Source: an optimization exercise on an open RTL-to-GDS flow (aim: small area and a short achievable clock period). Production flows keep margins and buffers that such runs may drop.
At most, simulation tests tie the RTL to the original design; equivalence was not proved.
No driver is modelled on the clock port, so clock power and skew are understated where the tree is cut down; a real chip needs a root buffer or a tree.
Power figures rest on the tool's default switching activity, not on a simulated workload.

// strawman_rx_fsm
module strawman_rx_fsm #(
  parameter int DATA_LINE_WIDTH = 40,
  parameter int WORD_SIZE       = 32,
  parameter int TIMEOUT_CYCLES  = 64
) (
  input  logic                       clk,
  input  logic                       rst,
  input  logic [DATA_LINE_WIDTH-1:0] i_flit,
  input  logic                       i_flit_valid,
  output logic [1075:0]              o_protocol_bus,
  output logic                       o_valid,
  input  logic                       i_ready,
  output logic                       o_err,
  output logic                       o_overflow,
  output logic                       o_busy
);
==> flow/config.mk <==
export PLATFORM = sky130hd
export DESIGN_NAME = strawman_rx_fsm
export DESIGN_NICKNAME = strawman_rx_fsm
export VERILOG_FILES = /design/flow/design.v
export SDC_FILE = /design/flow/constraint.sdc
export NUM_CORES = 4
export LEC_CHECK = 0
export CAP_MARGIN = 20
export CORE_MARGIN = 2
export CORE_UTILIZATION = 40
export SETUP_SLACK_MARGIN = 2.75
export SLEW_MARGIN = 20
==> flow/constraint.sdc <==
create_clock -name core_clock -period 5.0 [get_ports {clk}]
set_input_delay 1.0000 -clock core_clock [delete_from_list [all_inputs] [get_ports {clk}]]
set_output_delay 1.0000 -clock core_clock [all_outputs]
set_load 0.01 [all_outputs]
standard.sh (not shown) runs the stock make flow with config.mk's settings and CLKGATE_MAP_FILE= SYNTH_SCRIPT=/design/flow/synth_recipe.tcl, a recipe that flattens the netlist after the stock synthesis.
==> flow/flow/run.sh <==
#!/bin/bash
cp standard.sh standard.sh.txt
export BUFFER_PORTS_ARGS="-buffer_cell sky130_fd_sc_hd__buf_2"
export PRE_CTS_TCL="$(pwd)/flow/cts_hook.tcl"
export MCTS_REGIONS=4
export MCTS_CLUSTER=30
bash standard.sh MATCH_CELL_FOOTPRINT=0 finish > standard.log 2>&1
Other scripts of this flow, unchanged in this note and not shown: flow/flow/cts_hook.tcl, flow/flow/mcts.tcl
The baseline passed the timing, DRC and antenna checks.
==> next run, changes <==
--- a/flow/config.mk
+++ b/flow/config.mk
@@ -8,5 +8,5 @@
 export CAP_MARGIN = 20
 export CORE_MARGIN = 2
-export CORE_UTILIZATION = 40
-export SETUP_SLACK_MARGIN = 2.75
+export CORE_UTILIZATION = 42
+export SETUP_SLACK_MARGIN = 2.8
 export SLEW_MARGIN = 20
The new run went through all stages and came out clean. Sequential share of layout area is higher by 0.44 points. Cell count came out lower by about 2%. First-iteration DRC count went down by 2.8%. Area after synthesis is unchanged. Global-route usage is higher by 0.84 points. Via count went down by about 1.6%. Worst hold slack stays flat. Worst setup slack gains 0.045 ns.
==> next run, changes <==
--- a/flow/config.mk
+++ b/flow/config.mk
@@ -8,5 +8,5 @@
 export CAP_MARGIN = 20
 export CORE_MARGIN = 2
-export CORE_UTILIZATION = 42
-export SETUP_SLACK_MARGIN = 2.8
+export CORE_UTILIZATION = 40
+export SETUP_SLACK_MARGIN = 2.85
 export SLEW_MARGIN = 20
After rerunning:
- register-to-register slack stays flat
- routed wire length rises by 1.9%
- synthesized area stays the same
- cell area rises by 0.65%
- worst setup slack is about the same
- combinational power rises by about 1%
- critical path depth is unchanged
- cell count rises by 1.7%
- clock skew falls by 0.0049 ns
- via count rises by 1.6%
==> next run, changes <==
==> flow/flow/run.sh (replaced) <==
#!/bin/bash
cp standard.sh standard.sh.txt
export BUFFER_PORTS_ARGS="-buffer_cell sky130_fd_sc_hd__buf_4"
export PRE_CTS_TCL="$(pwd)/flow/cts_hook.tcl"
export MCTS_REGIONS=4
export MCTS_CLUSTER=30
bash standard.sh MATCH_CELL_FOOTPRINT=0 finish > standard.log 2>&1
--- a/flow/config.mk
+++ b/flow/config.mk
@@ -9,4 +9,4 @@
 export CORE_MARGIN = 2
 export CORE_UTILIZATION = 40
-export SETUP_SLACK_MARGIN = 2.85
+export SETUP_SLACK_MARGIN = 2.9
 export SLEW_MARGIN = 20
Result:
- The changed run produced a clean layout
- cell area rises by 4.9%
- clock skew hardly moves
- maximum frequency rises by 3.5%
- worst setup slack gains 0.073 ns
- wire length rises by 2.6%
- clock power barely changes
- core utilization rises by 2.3 points
- sequential power stays flat
- die area does not change
- area after synthesis does not change
- first-iteration DRC count falls by 8.9%
No run of this note takes its clock network from TritonCTS; it comes from the design's own scripts or RTL.


Setup of exp/amber:
The RTL this note starts from:
==> flow/design.v <==
module strawman_rx_fsm #(
  parameter int DATA_LINE_WIDTH = 40,
  parameter int WORD_SIZE       = 32,
  parameter int TIMEOUT_CYCLES  = 64
) (
  input  logic                       clk,
  input  logic                       rst,
  input  logic [DATA_LINE_WIDTH-1:0] i_flit,
  input  logic                       i_flit_valid,
  output logic [1075:0]              o_protocol_bus,
  output logic                       o_valid,
  input  logic                       i_ready,
  output logic                       o_err,
  output logic                       o_overflow,
  output logic                       o_busy
);
  if (DATA_LINE_WIDTH != 40 || WORD_SIZE != 32 || TIMEOUT_CYCLES < 1) begin : g_bad_cfg
    $error("strawman_rx_fsm: unsupported parameter set");
  end
  logic r_ex, r_dat, r_done, r_busy;
  logic r_valid, r_err, r_ovf;
  logic        rx_mode;
  logic [2:0]  rx_cmd, rx_len;
  logic        rx_azero;           
  logic [31:0] rx_addr;
  logic [5:0]  rx_f1, rx_f2;
  logic [1023:0] rx_data;
  logic [31:0] r_sel;             
  logic        ob_mode;
  logic [2:0]  ob_cmd, ob_len;
  logic [31:0] ob_addr;
  logic [5:0]  ob_f1, ob_f2;
  logic [1023:0] ob_data;
  logic w_hdr, w_bad, w_good, w_last, w_dwe, w_exwe, w_load, w_hold;
  logic [2:0] h_cmd, h_len;
  logic h_mode;
  assign h_mode = i_flit[0];
  assign h_cmd  = i_flit[4:2];
  assign h_len  = i_flit[7:5];
  assign w_hdr  = !r_busy && i_flit_valid && i_flit[1];
  assign w_bad  = h_cmd > 3'd2 || h_len > 3'd5;
  assign w_good = w_hdr && !w_bad;
  always_comb begin
    case (rx_len)
      3'd0:    w_last = r_sel[0];
      3'd1:    w_last = r_sel[1];
      3'd2:    w_last = r_sel[3];
      3'd3:    w_last = r_sel[7];
      3'd4:    w_last = r_sel[15];
      default: w_last = r_sel[31];
    endcase
  end
  assign w_dwe  = r_dat && i_flit_valid;
  assign w_exwe = r_ex && i_flit_valid;
  assign w_load = r_done && (!r_valid || i_ready);
  assign w_hold = r_valid && !i_ready;
  always_ff @(posedge clk) begin
    if (rst) begin
      r_ex    <= 1'b0;
      r_dat   <= 1'b0;
      r_done  <= 1'b0;
      r_busy  <= 1'b0;
      r_valid <= 1'b0;
      r_err   <= 1'b0;
      r_ovf   <= 1'b0;
    end else begin
      r_ex    <= w_good ? (h_mode && h_cmd != 3'd2) : (r_ex && !i_flit_valid);
      r_dat   <= w_good ? (h_cmd != 3'd0 && !(h_mode && h_cmd != 3'd2)) :
                 w_exwe ? (rx_cmd != 3'd0) : (r_dat && !(i_flit_valid && w_last));
      r_done  <= w_good ? (!h_mode && h_cmd == 3'd0) :
                 (w_exwe && rx_cmd == 3'd0) || (w_dwe && w_last);
      r_busy  <= w_good || (r_busy && !r_done);
      r_valid <= w_load || w_hold;
      r_err   <= w_hdr && w_bad;
      if (r_done && !w_load) r_ovf <= 1'b1;
    end
  end
  always_ff @(posedge clk) begin
    if (!r_busy) begin
      rx_mode  <= h_mode;
      rx_cmd   <= h_cmd;
      rx_len   <= h_len;
      rx_azero <= h_mode || h_cmd == 3'd2;
      rx_f1    <= i_flit[13:8];
      rx_f2    <= i_flit[19:14];
      rx_addr  <= i_flit[39:8];
      r_sel    <= 32'h1;
    end else begin
      if (w_exwe) begin
        rx_addr  <= i_flit[31:0];
        rx_azero <= 1'b0;
      end
      if (w_dwe) r_sel <= {r_sel[30:0], 1'b0};
    end
  end
  for (genvar k = 0; k < 32; k++) begin : g_word
    logic w_sel, w_we;
    assign w_sel = r_dat && r_sel[k];
    assign w_we  = w_sel && i_flit_valid;
    always_ff @(posedge clk)
      rx_data[32*k +: 32] <= (i_flit[31:0] & {32{w_we}}) | (rx_data[32*k +: 32] & {32{r_dat}});
  end
  always_ff @(posedge clk) begin
    ob_mode <= (rx_mode & w_load) | (ob_mode & w_hold);
    ob_cmd  <= (rx_cmd & {3{w_load}}) | (ob_cmd & {3{w_hold}});
    ob_len  <= (rx_len & {3{w_load}}) | (ob_len & {3{w_hold}});
    ob_addr <= (rx_addr & {32{w_load && !rx_azero}}) | (ob_addr & {32{w_hold}});
    ob_f1   <= (rx_f1 & {6{w_load && rx_mode}}) | (ob_f1 & {6{w_hold}});
    ob_f2   <= (rx_f2 & {6{w_load && rx_mode}}) | (ob_f2 & {6{w_hold}});
    ob_data <= (rx_data & {1024{w_load}}) | (ob_data & {1024{w_hold}});
  end
  assign o_protocol_bus = {ob_f2, ob_f1, ob_data, ob_addr, ob_len, ob_cmd, 1'b1, ob_mode};
  assign o_valid    = r_valid;
  assign o_err      = r_err;
  assign o_overflow = r_ovf;
  assign o_busy     = r_busy;
endmodule
clock: 5.0 ns
lec_check: 0
cap_margin: 20
core_margin: 2
core_utilization: 40
setup_slack_margin: 2.85
slew_margin: 20
==> flow/flow/run.sh <==
#!/bin/bash
cp standard.sh standard.sh.txt
export BUFFER_PORTS_ARGS="-buffer_cell sky130_fd_sc_hd__buf_2"
export PRE_CTS_TCL="$(pwd)/flow/cts_hook.tcl"
export MCTS_REGIONS=4
export MCTS_CLUSTER=30
export PRE_RESIZE_TCL="$(pwd)/flow/resize_hook.tcl"
export MAX_FANOUT_LIMIT=24
bash standard.sh MATCH_CELL_FOOTPRINT=0 finish > standard.log 2>&1
==> flow/flow/resize_hook.tcl <==
# PRE_RESIZE hook: limit fanout, so that repair_design builds buffer trees for the
# high-fanout control nets (the output register's load and hold, the receive buffer's
# keep and word enables) instead of long chains of large buffers.
set_max_fanout $::env(MAX_FANOUT_LIMIT) [current_design]
Other scripts of this flow, unchanged in this note and not shown: flow/flow/cts_hook.tcl, flow/flow/mcts.tcl
Setup changes, exp/amber to exp/onyx
# exp/amber
export LEC_CHECK = 0
export CAP_MARGIN = 20
export CORE_MARGIN = 2
export CORE_UTILIZATION = 40
export SETUP_SLACK_MARGIN = 2.85
export SLEW_MARGIN = 20
create_clock -name core_clock -period 5.0 [get_ports {clk}]
# exp/onyx
export LEC_CHECK = 0
export CAP_MARGIN = 20
export CORE_MARGIN = 2
export CORE_UTILIZATION = 40
export SETUP_SLACK_MARGIN = 2.8
export SLEW_MARGIN = 20
create_clock -name core_clock -period 5.0 [get_ports {clk}]
--- a/flow/flow/run.sh
+++ b/flow/flow/run.sh
@@ -6,4 +6,2 @@
 export MCTS_CLUSTER=30
-export PRE_RESIZE_TCL="$(pwd)/flow/resize_hook.tcl"
-export MAX_FANOUT_LIMIT=24
 bash standard.sh MATCH_CELL_FOOTPRINT=0 finish > standard.log 2>&1
removed: flow/flow/resize_hook.tcl
### Flow results
- Summary of exp/onyx over exp/amber: first-pass GRT wire length lost 6.0%, internal cell power neither gained nor lost much, total power lost 0.11 mW.
- Looking at exp/onyx and exp/amber, the fraction of power consumed by the clock network is a wash.
- Cmp exp/onyx and exp/amber / overall routed net length / lower: exp/onyx
Changes in exp/garnet relative to exp/onyx:
--- a/flow/flow/run.sh
+++ b/flow/flow/run.sh
@@ -6,2 +6,4 @@
 export MCTS_CLUSTER=30
+export PRE_RESIZE_TCL="$(pwd)/flow/resize_hook.tcl"
+export MAX_FANOUT_LIMIT=32
 bash standard.sh MATCH_CELL_FOOTPRINT=0 finish > standard.log 2>&1
==> flow/flow/resize_hook.tcl (new file) <==
# PRE_RESIZE hook: limit fanout, so that repair_design builds buffer trees for the
# high-fanout control nets (the output register's load and hold, the receive buffer's
# keep and word enables) instead of long chains of large buffers.
set_max_fanout $::env(MAX_FANOUT_LIMIT) [current_design]
Findings:
- Relative to exp/onyx, the total power draw of exp/garnet is higher by about 0.33%.
- Number of instances in the placed design (exp/garnet vs. exp/onyx) increases slightly
- Routed wire length: exp/garnet worse than exp/onyx
- In exp/garnet, the ratio of final minimum period to clock period came out 0.36 points above the value in exp/onyx.
Function was not checked in any run of this note: the RTL went through the layout flow alone. In every run of this note, the design's own scripts or RTL, not TritonCTS, make the clock network.


## the baseline
// strawman_rx_fsm: RTL as listed in full above, without the edits since
clock: 5.0 ns
lec_check: 0
cap_margin: 20
core_margin: 2
core_utilization: 40
setup_slack_margin: 2.7
slew_margin: 20
==> flow/flow/run.sh <==
#!/bin/bash
cp standard.sh standard.sh.txt
export BUFFER_PORTS_ARGS="-buffer_cell sky130_fd_sc_hd__buf_2"
export CTS_ARGS="-sink_clustering_enable -repair_clock_nets -sink_clustering_size 30 -sink_clustering_max_diameter 120 -dont_use_dummy_load"
bash standard.sh > standard.log 2>&1
#### Input delta (the candidate over the baseline)
diff --git a/flow/flow/run.sh b/flow/flow/run.sh
--- a/flow/flow/run.sh
+++ b/flow/flow/run.sh
@@ -5 +5 @@
-bash standard.sh > standard.log 2>&1
+bash standard.sh MATCH_CELL_FOOTPRINT=0 finish > standard.log 2>&1
- Post-layout total power: the candidate vs the baseline, no meaningful difference
- Cmp the candidate and the baseline / number of iterations in the first detailed-routing pass / lower: the candidate
- First-pass GRT wire length of the baseline is on par with the candidate.
- Comparing the candidate with the baseline, the internal power component came out essentially unchanged.
- The candidate and the baseline ended up with nearly the same initial antenna violation count.
- The candidate against the baseline: maximum frequency from static timing analysis has increased, core footprint held steady, via count lost 0.36%, average via count per standard cell shrank by about 0.34%, total area of multi-input combinational cells about even.
No functional check of the RTL was part of any run of this note.


== 06-13 ==
RTL: one of the versions met above, not the one the previous note started from.
Size in the first run: roughly 5100 cells after synthesis, ~2200 flip-flops, about 1100 I/O pins, roughly 66000 sq um of cells after synthesis.
export LEC_CHECK = 0
export CAP_MARGIN = 20
export CORE_MARGIN = 2
export CORE_UTILIZATION = 40
export SETUP_SLACK_MARGIN = 2.5
export SLEW_MARGIN = 20
create_clock -name core_clock -period 5.0 [get_ports {clk}]
==> flow/flow/run.sh <==
#!/bin/bash
cp standard.sh standard.sh.txt
export BUFFER_PORTS_ARGS="-buffer_cell sky130_fd_sc_hd__buf_2"
bash standard.sh > standard.log 2>&1
06-13: PASS, flow complete, no timing, DRC or antenna violations
Changes in 01-18 relative to 06-13:
Settings: SETUP_SLACK_MARGIN changed from 2.5 to 2.7; CORE_UTILIZATION changed from 40 to 45.
==> flow/flow/run.sh <==
#!/bin/bash
cp standard.sh standard.sh.txt
export BUFFER_PORTS_ARGS="-buffer_cell sky130_fd_sc_hd__buf_2"
export CTS_ARGS="-sink_clustering_enable -repair_clock_nets -sink_clustering_size 30 -sink_clustering_max_diameter 120 -dont_use_dummy_load"
bash standard.sh MATCH_CELL_FOOTPRINT=0 finish > standard.log 2>&1
### Flow results
01-18: post-route minimum period is 0.25 ns lower than what 06-13 reported.
The final layouts of 06-13 and 01-18 pass the timing, DRC and antenna checks.
On 01-18: final HPWL from detailed placement is 4.2% higher than what 06-13 gave.
Summary: wire length of the first global-routing pass, 01-18 better than 06-13
Sum of routed wire segments on met1 of 01-18 is on par with 06-13.
From 06-13 to 01-18 the numbers moved as follows: worst slew margin relative to its limit rose 1.6 points; via count fell 890.
Top-level I/O count came out exactly the same in 06-13 and 01-18.
01-18 vs 06-13 — total clock buffers created by CTS dropped by more than half


job 582:
Starting RTL as in the previous note.
Settings: LEC_CHECK=0, CAP_MARGIN=20, CORE_MARGIN=2, CORE_UTILIZATION=40, SETUP_SLACK_MARGIN=2.8, SLEW_MARGIN=20; clock period 5.0 ns.
==> flow/flow/run.sh <==
#!/bin/bash
cp standard.sh standard.sh.txt
export BUFFER_PORTS_ARGS="-buffer_cell sky130_fd_sc_hd__buf_2"
export PRE_CTS_TCL="$(pwd)/flow/cts_hook.tcl"
export MCTS_REGIONS=4
export MCTS_CLUSTER=24
export MCTS_MIDS=4
bash standard.sh MATCH_CELL_FOOTPRINT=0 finish > standard.log 2>&1
==> flow/flow/cts_hook.tcl <==
source [file join [file dirname [info script]] mcts.tcl]
mcts_build $::env(MCTS_REGIONS) $::env(MCTS_CLUSTER) [expr {[info exists ::env(MCTS_MIDS)] ? $::env(MCTS_MIDS) : 1}]
set_propagated_clock [all_clocks]
rename clock_tree_synthesis orfs_clock_tree_synthesis_unused
proc clock_tree_synthesis { args } {
  puts "clock tree built by cts_hook.tcl; TritonCTS not run"
}
==> flow/flow/mcts.tcl <==
# Manual two-level clock tree: the clock port drives NQ root clkbuf_16 (one per region),
# each root drives the clkbuf_16 leaf buffers of its region, each leaf drives about CS flip-flops.
proc mcts_centroid { its } {
  set sx 0; set sy 0
  foreach it $its {
    set b [[$it getInst] getBBox]
    set sx [expr {$sx + ([$b xMin]+[$b xMax])/2}]
    set sy [expr {$sy + ([$b yMin]+[$b yMax])/2}]
  }
  set n [llength $its]
  return [list [expr {$sx/$n}] [expr {$sy/$n}]]
}
proc mcts_xy { it } {
  set b [[$it getInst] getBBox]
  return [list [expr {([$b xMin]+[$b xMax])/2}] [expr {([$b yMin]+[$b yMax])/2}]]
}
# split items (list of {x y payload}) into k groups of equal count, in strips along x then y
proc mcts_grid { items k } {
  set n [llength $items]
  set kx [expr {max(1, int(round(sqrt($k))))}]
  set ky [expr {max(1, int(ceil(double($k)/$kx)))}]
  set byx [lsort -real -index 0 $items]
  set groups {}
  set per [expr {double($n)/$kx}]
  for {set i 0} {$i < $kx} {incr i} {
    set a [expr {int(round($i*$per))}]; set b [expr {int(round(($i+1)*$per))-1}]
    set strip [lsort -real -index 1 [lrange $byx $a $b]]
    set m [llength $strip]
    set per2 [expr {double($m)/$ky}]
    for {set j 0} {$j < $ky} {incr j} {
      set c [expr {int(round($j*$per2))}]; set d [expr {int(round(($j+1)*$per2))-1}]
      set g [lrange $strip $c $d]
      if {[llength $g]} { lappend groups $g }
    }
  }
  return $groups
}
proc mcts_build { nq cs {nm 1} } {
  set block [ord::get_db_block]
  set db [ord::get_db]
  set master [$db findMaster sky130_fd_sc_hd__clkbuf_16]
  set clk [$block findNet clk]
  set items {}
  foreach it [$clk getITerms] {
    if {[[$it getMTerm] getIoType] ne "INPUT"} continue
    lassign [mcts_xy $it] x y
    lappend items [list $x $y $it]
  }
  set regions [mcts_grid $items $nq]
  set r 0
  foreach reg $regions {
    set nl [expr {max(1, int(round(double([llength $reg])/$cs)))}]
    set clusters [mcts_grid $reg $nl]
    set rnet [odb::dbNet_create $block "clknet_r$r"]
    $rnet setSigType CLOCK
    set rinst [odb::dbInst_create $block $master "clkbuf_r$r"]
    set lx 0; set ly 0; set l 0
    foreach cl $clusters {
      set its {}
      foreach e $cl { lappend its [lindex $e 2] }
      lassign [mcts_centroid $its] cx cy
      set lnet [odb::dbNet_create $block "clknet_r${r}_l$l"]
      $lnet setSigType CLOCK
      set linst [odb::dbInst_create $block $master "clkbuf_r${r}_l$l"]
      $linst setLocation [expr {int($cx)}] [expr {int($cy)}]
      $linst setPlacementStatus PLACED
      [$linst findITerm A] connect $rnet
      [$linst findITerm X] connect $lnet
      foreach it $its { $it disconnect; $it connect $lnet }
      set lx [expr {$lx + $cx}]; set ly [expr {$ly + $cy}]
      incr l
    }
    $rinst setLocation [expr {int($lx/$l)}] [expr {int($ly/$l)}]
    $rinst setPlacementStatus PLACED
    [$rinst findITerm A] connect $clk
    [$rinst findITerm X] connect $rnet
    if {$nm > 1} { mcts_midlevel $block $master $rnet $nm "r$r" }
    puts "mcts: region $r: [llength $reg] sinks, $l leaves"
    incr r
  }
}

# Put NM mid buffers between a root net and the leaf buffers it drives.
proc mcts_midlevel { block master rnet nm tag } {
  set items {}
  foreach it [$rnet getITerms] {
    if {[[$it getMTerm] getIoType] ne "INPUT"} continue
    lassign [mcts_xy $it] x y
    lappend items [list $x $y $it]
  }
  set m 0
  foreach g [mcts_grid $items $nm] {
    set its {}
    foreach e $g { lappend its [lindex $e 2] }
    lassign [mcts_centroid $its] cx cy
    set mnet [odb::dbNet_create $block "clknet_${tag}_m$m"]
    $mnet setSigType CLOCK
    set minst [odb::dbInst_create $block $master "clkbuf_${tag}_m$m"]
    $minst setLocation [expr {int($cx)}] [expr {int($cy)}]
    $minst setPlacementStatus PLACED
    foreach it $its { $it disconnect; $it connect $mnet }
    [$minst findITerm A] connect $rnet
    [$minst findITerm X] connect $mnet
    incr m
  }
}
For job 7214, these inputs were changed with respect to job 582:
Settings: PLACE_DENSITY: unset -> 0.52.
==> flow/flow/run.sh <==
#!/bin/bash
cp standard.sh standard.sh.txt
export BUFFER_PORTS_ARGS="-buffer_cell sky130_fd_sc_hd__buf_2"
export PRE_CTS_TCL="$(pwd)/flow/cts_hook.tcl"
export MCTS_REGIONS=4
export MCTS_CLUSTER=30
bash standard.sh MATCH_CELL_FOOTPRINT=0 finish > standard.log 2>&1
==> flow/flow/cts_hook.tcl <==
source [file join [file dirname [info script]] mcts.tcl]
mcts_build $::env(MCTS_REGIONS) $::env(MCTS_CLUSTER)
set_propagated_clock [all_clocks]
rename clock_tree_synthesis orfs_clock_tree_synthesis_unused
proc clock_tree_synthesis { args } {
  puts "clock tree built by cts_hook.tcl; TritonCTS not run"
}
-- flow/flow/mcts.tcl --
<<< job 582, line 36
  return $groups
}
proc mcts_build { nq cs {nm 1} } {
  set block [ord::get_db_block]
  set db [ord::get_db]
>>> job 7214, line 36
  return $groups
}
proc mcts_build { nq cs } {
  set block [ord::get_db_block]
  set db [ord::get_db]
<<< job 582, line 75
    [$rinst findITerm A] connect $clk
    [$rinst findITerm X] connect $rnet
    if {$nm > 1} { mcts_midlevel $block $master $rnet $nm "r$r" }
    puts "mcts: region $r: [llength $reg] sinks, $l leaves"
    incr r
  }
}

# Put NM mid buffers between a root net and the leaf buffers it drives.
proc mcts_midlevel { block master rnet nm tag } {
  set items {}
  foreach it [$rnet getITerms] {
    if {[[$it getMTerm] getIoType] ne "INPUT"} continue
    lassign [mcts_xy $it] x y
    lappend items [list $x $y $it]
  }
  set m 0
  foreach g [mcts_grid $items $nm] {
    set its {}
    foreach e $g { lappend its [lindex $e 2] }
    lassign [mcts_centroid $its] cx cy
    set mnet [odb::dbNet_create $block "clknet_${tag}_m$m"]
    $mnet setSigType CLOCK
    set minst [odb::dbInst_create $block $master "clkbuf_${tag}_m$m"]
    $minst setLocation [expr {int($cx)}] [expr {int($cy)}]
    $minst setPlacementStatus PLACED
    foreach it $its { $it disconnect; $it connect $mnet }
    [$minst findITerm A] connect $rnet
    [$minst findITerm X] connect $mnet
    incr m
  }
}
>>> job 7214, line 75
    [$rinst findITerm A] connect $clk
    [$rinst findITerm X] connect $rnet
    puts "mcts: region $r: [llength $reg] sinks, $l leaves"
    incr r
  }
}
Findings:
Compare job 582 and job 7214 | pin count of the biggest net entering global routing lower: job 582
Between job 582 and job 7214, the flow reports post-layout total power decreasing by a few percent.
Of job 582 and job 7214, job 582 shows the lower met1 usage, with job 7214 above it.
Looking at register-to-register slack, job 7214 sits above job 582.
Job 7214 vs. job 582: final worst setup slack +0.058 ns, maximum frequency +about 2.7%, die area ~0 delta.
Run comparison: job 7214 critical path capture point ob_data[631]; job 582 critical path capture point ob_data[884]
Cell at the slowest stage of the critical path: sky130_fd_sc_hd__buf_4 -> job 582, sky130_fd_sc_hd__buf_16 -> job 7214
Via count went down by a few percent going from job 582 to job 7214.
diff inputs: job 7214 => job 6717
Settings: PLACE_DENSITY removed (was 0.52).
-- flow/flow/run.sh --
<<< job 7214, line 5
export MCTS_REGIONS=4
export MCTS_CLUSTER=30
bash standard.sh MATCH_CELL_FOOTPRINT=0 finish > standard.log 2>&1
>>> job 6717, line 5
export MCTS_REGIONS=4
export MCTS_CLUSTER=30
export PRE_RESIZE_TCL="$(pwd)/flow/resize_hook.tcl"
export MAX_FANOUT_LIMIT=32
bash standard.sh MATCH_CELL_FOOTPRINT=0 finish > standard.log 2>&1
==> flow/flow/resize_hook.tcl (new file) <==
# PRE_RESIZE hook: limit fanout, so that repair_design builds buffer trees for the
# high-fanout control nets (the output register's load and hold, the receive buffer's
# keep and word enables) instead of long chains of large buffers.
set_max_fanout $::env(MAX_FANOUT_LIMIT) [current_design]
==> comparison <==
Job 6717 | status: complete | timing, DRC, antenna: pass. Power consumption delta (job 7214 -> job 6717): insignificant. NOTE: placed standard-cell area in job 6717 exceeds that of job 7214. Relative to job 7214, routed wire length increased by 5.3 mm in job 6717. Going from job 7214 to job 6717, the flop-to-flop setup slack was found to have gone up by 0.03 ns. Of job 6717 and job 7214, job 7214 shows the lower utilization, with job 6717 above it. Sequential share of layout area: job 6717 < job 7214. Lower ratio of final minimum period to clock period among job 6717 and job 7214: job 7214. Compare job 6717 and job 7214 | setup slack lower: job 6717.
#### Input delta (job 5925 over job 6717)
==> flow/flow/run.sh <==
#!/bin/bash
cp standard.sh standard.sh.txt
export BUFFER_PORTS_ARGS="-buffer_cell sky130_fd_sc_hd__buf_2"
export PRE_CTS_TCL="$(pwd)/flow/cts_hook.tcl"
export MCTS_REGIONS=4
export MCTS_CLUSTER=26
bash standard.sh MATCH_CELL_FOOTPRINT=0 finish > standard.log 2>&1
removed: flow/flow/resize_hook.tcl
## What came out
Of job 5925 and job 6717, job 5925 shows the lower static leakage power, with job 6717 above it. Job 6717 vs job 5925, topmost layer with routed signal wires: met5 vs met4. On global-route total usage across every layer: between job 5925 and job 6717, it ends up lower for job 5925. Higher wire length was reported by job 6717, not job 5925. Comparing job 5925 with job 6717, the shortest period the worst path allows came out essentially unchanged. On met1 routing resource usage after global routing: between job 5925 and job 6717, it ends up higher for job 6717. Setup slack delta (job 6717 -> job 5925): insignificant. In the reports for job 5925 and job 6717, the smaller area added between synthesis and finish belongs to job 5925. [diff] power, job 5925 relative to job 6717: regression. Job 5925 reports its startpoint-to-endpoint class of the critical path as input pin to register while job 6717 reports register to primary output.
#### Input delta (job 8326 over job 5925)
Settings: setting PLACE_DENSITY to 0.45 for the first time.
==> flow/flow/run.sh <==
#!/bin/bash
cp standard.sh standard.sh.txt
export BUFFER_PORTS_ARGS="-buffer_cell sky130_fd_sc_hd__buf_2"
export PRE_CTS_TCL="$(pwd)/flow/cts_hook.tcl"
export MCTS_REGIONS=4
export MCTS_CLUSTER=30
bash standard.sh MATCH_CELL_FOOTPRINT=0 finish > standard.log 2>&1
## What came out
- Job 5925: PASS, flow complete, no timing, DRC or antenna violations
- Job 8326 reached the final stage; the timing, DRC and antenna checks on its layout passed.
- Across both runs, maximum number of pins on one net before global-route repair was lower for job 8326 than for job 5925.
- Changes observed in job 8326 relative to job 5925: final instance count without filler cells fell by 34; area taken by flip-flops and latches roughly the same; global-route usage over all layers now sits higher.
- Job 8326 vs job 5925: share of total power in the clock network down in job 8326
Here is what was changed in the inputs of job 1311 compared with job 8326.
Settings: a change of CORE_UTILIZATION from 40 to 50; a deleted PLACE_DENSITY that had been 0.45.
Notes after the runs:
- Job 8326 → job 1311: critical path depth higher; part of the total power dissipated in the clock network lower; final core utilization higher; combinational-cell power consumption lower.
- Relative to job 8326, the post-place instance area measured on job 1311 has decreased slightly.
In every run of this note, the design's own scripts or RTL, not TritonCTS, make the clock network.

port drivers added, routing unchanged:
Ports are ideal in the flow. The routed layouts listed here were re-timed in OpenROAD. Step 1 assumes that a clkbuf_16 drives the clock port and a buf_2 every other input. Step 2 adds t to the input delays and takes it off the output delays; t is the mean of the earliest and latest rising clock arrival at the registers after step 1. Input paths then give back, and output paths get back, about the clock's delay inside the block. Slacks: ideal ports / drivers / drivers and shift; pairs: ideal ports / drivers.
run | shift t [ns] | slack for setup (ns) | clock arrival spread, ns | worst data-port slew with drivers (ns) | pins driven straight from the clock port
the first run of note 1 | 0.746 | 2.775 / 2.624 / 2.035 | 0.031 / 0.031 | 0.26 | 4
the second run of note 1 | 0.770 | 2.820 / 2.621 / 2.165 | 0.040 / 0.041 | 0.15 | 4
the third run of note 1 | 0.752 | 2.822 / 2.632 / 2.196 | 0.034 / 0.034 | 0.18 | 4
the fourth run of note 1 | 0.751 | 2.895 / 2.711 / 2.236 | 0.031 / 0.032 | 0.26 | 4
exp/amber | 0.751 | 2.826 / 2.669 / 2.208 | 0.027 / 0.028 | 0.12 | 4
exp/onyx | 0.762 | 2.820 / 2.635 / 2.181 | 0.027 / 0.027 | 0.11 | 4
exp/garnet | 0.760 | 2.802 / 2.611 / 2.147 | 0.038 / 0.037 | 0.11 | 4
the baseline | 0.762 | 2.646 / 2.630 / 1.868 | 0.131 / 0.132 | 0.12 | 1
the candidate | 0.760 | 2.670 / 2.656 / 1.896 | 0.126 / 0.126 | 0.11 | 1
06-13 | 0.929 | 2.447 / 2.447 / 1.648 | 0.057 / 0.058 | 0.22 | 1
01-18 | 0.774 | 2.701 / 2.664 / 1.902 | 0.063 / 0.063 | 0.27 | 1
job 582 | 0.746 | 2.763 / 2.623 / 2.070 | 0.045 / 0.045 | 0.25 | 4
job 7214 | 0.760 | 2.821 / 2.630 / 2.085 | 0.024 / 0.024 | 0.28 | 4
job 6717 | 0.764 | 2.798 / 2.603 / 2.100 | 0.033 / 0.033 | 0.25 | 4
job 5925 | 0.780 | 2.795 / 2.614 / 2.038 | 0.031 / 0.032 | 0.26 | 4
job 8326 | 0.770 | 2.810 / 2.616 / 2.109 | 0.036 / 0.035 | 0.20 | 4
job 1311 | 0.736 | 2.759 / 2.622 / 2.077 | 0.036 / 0.035 | 0.26 | 4
After both steps every run listed still meets setup and hold.
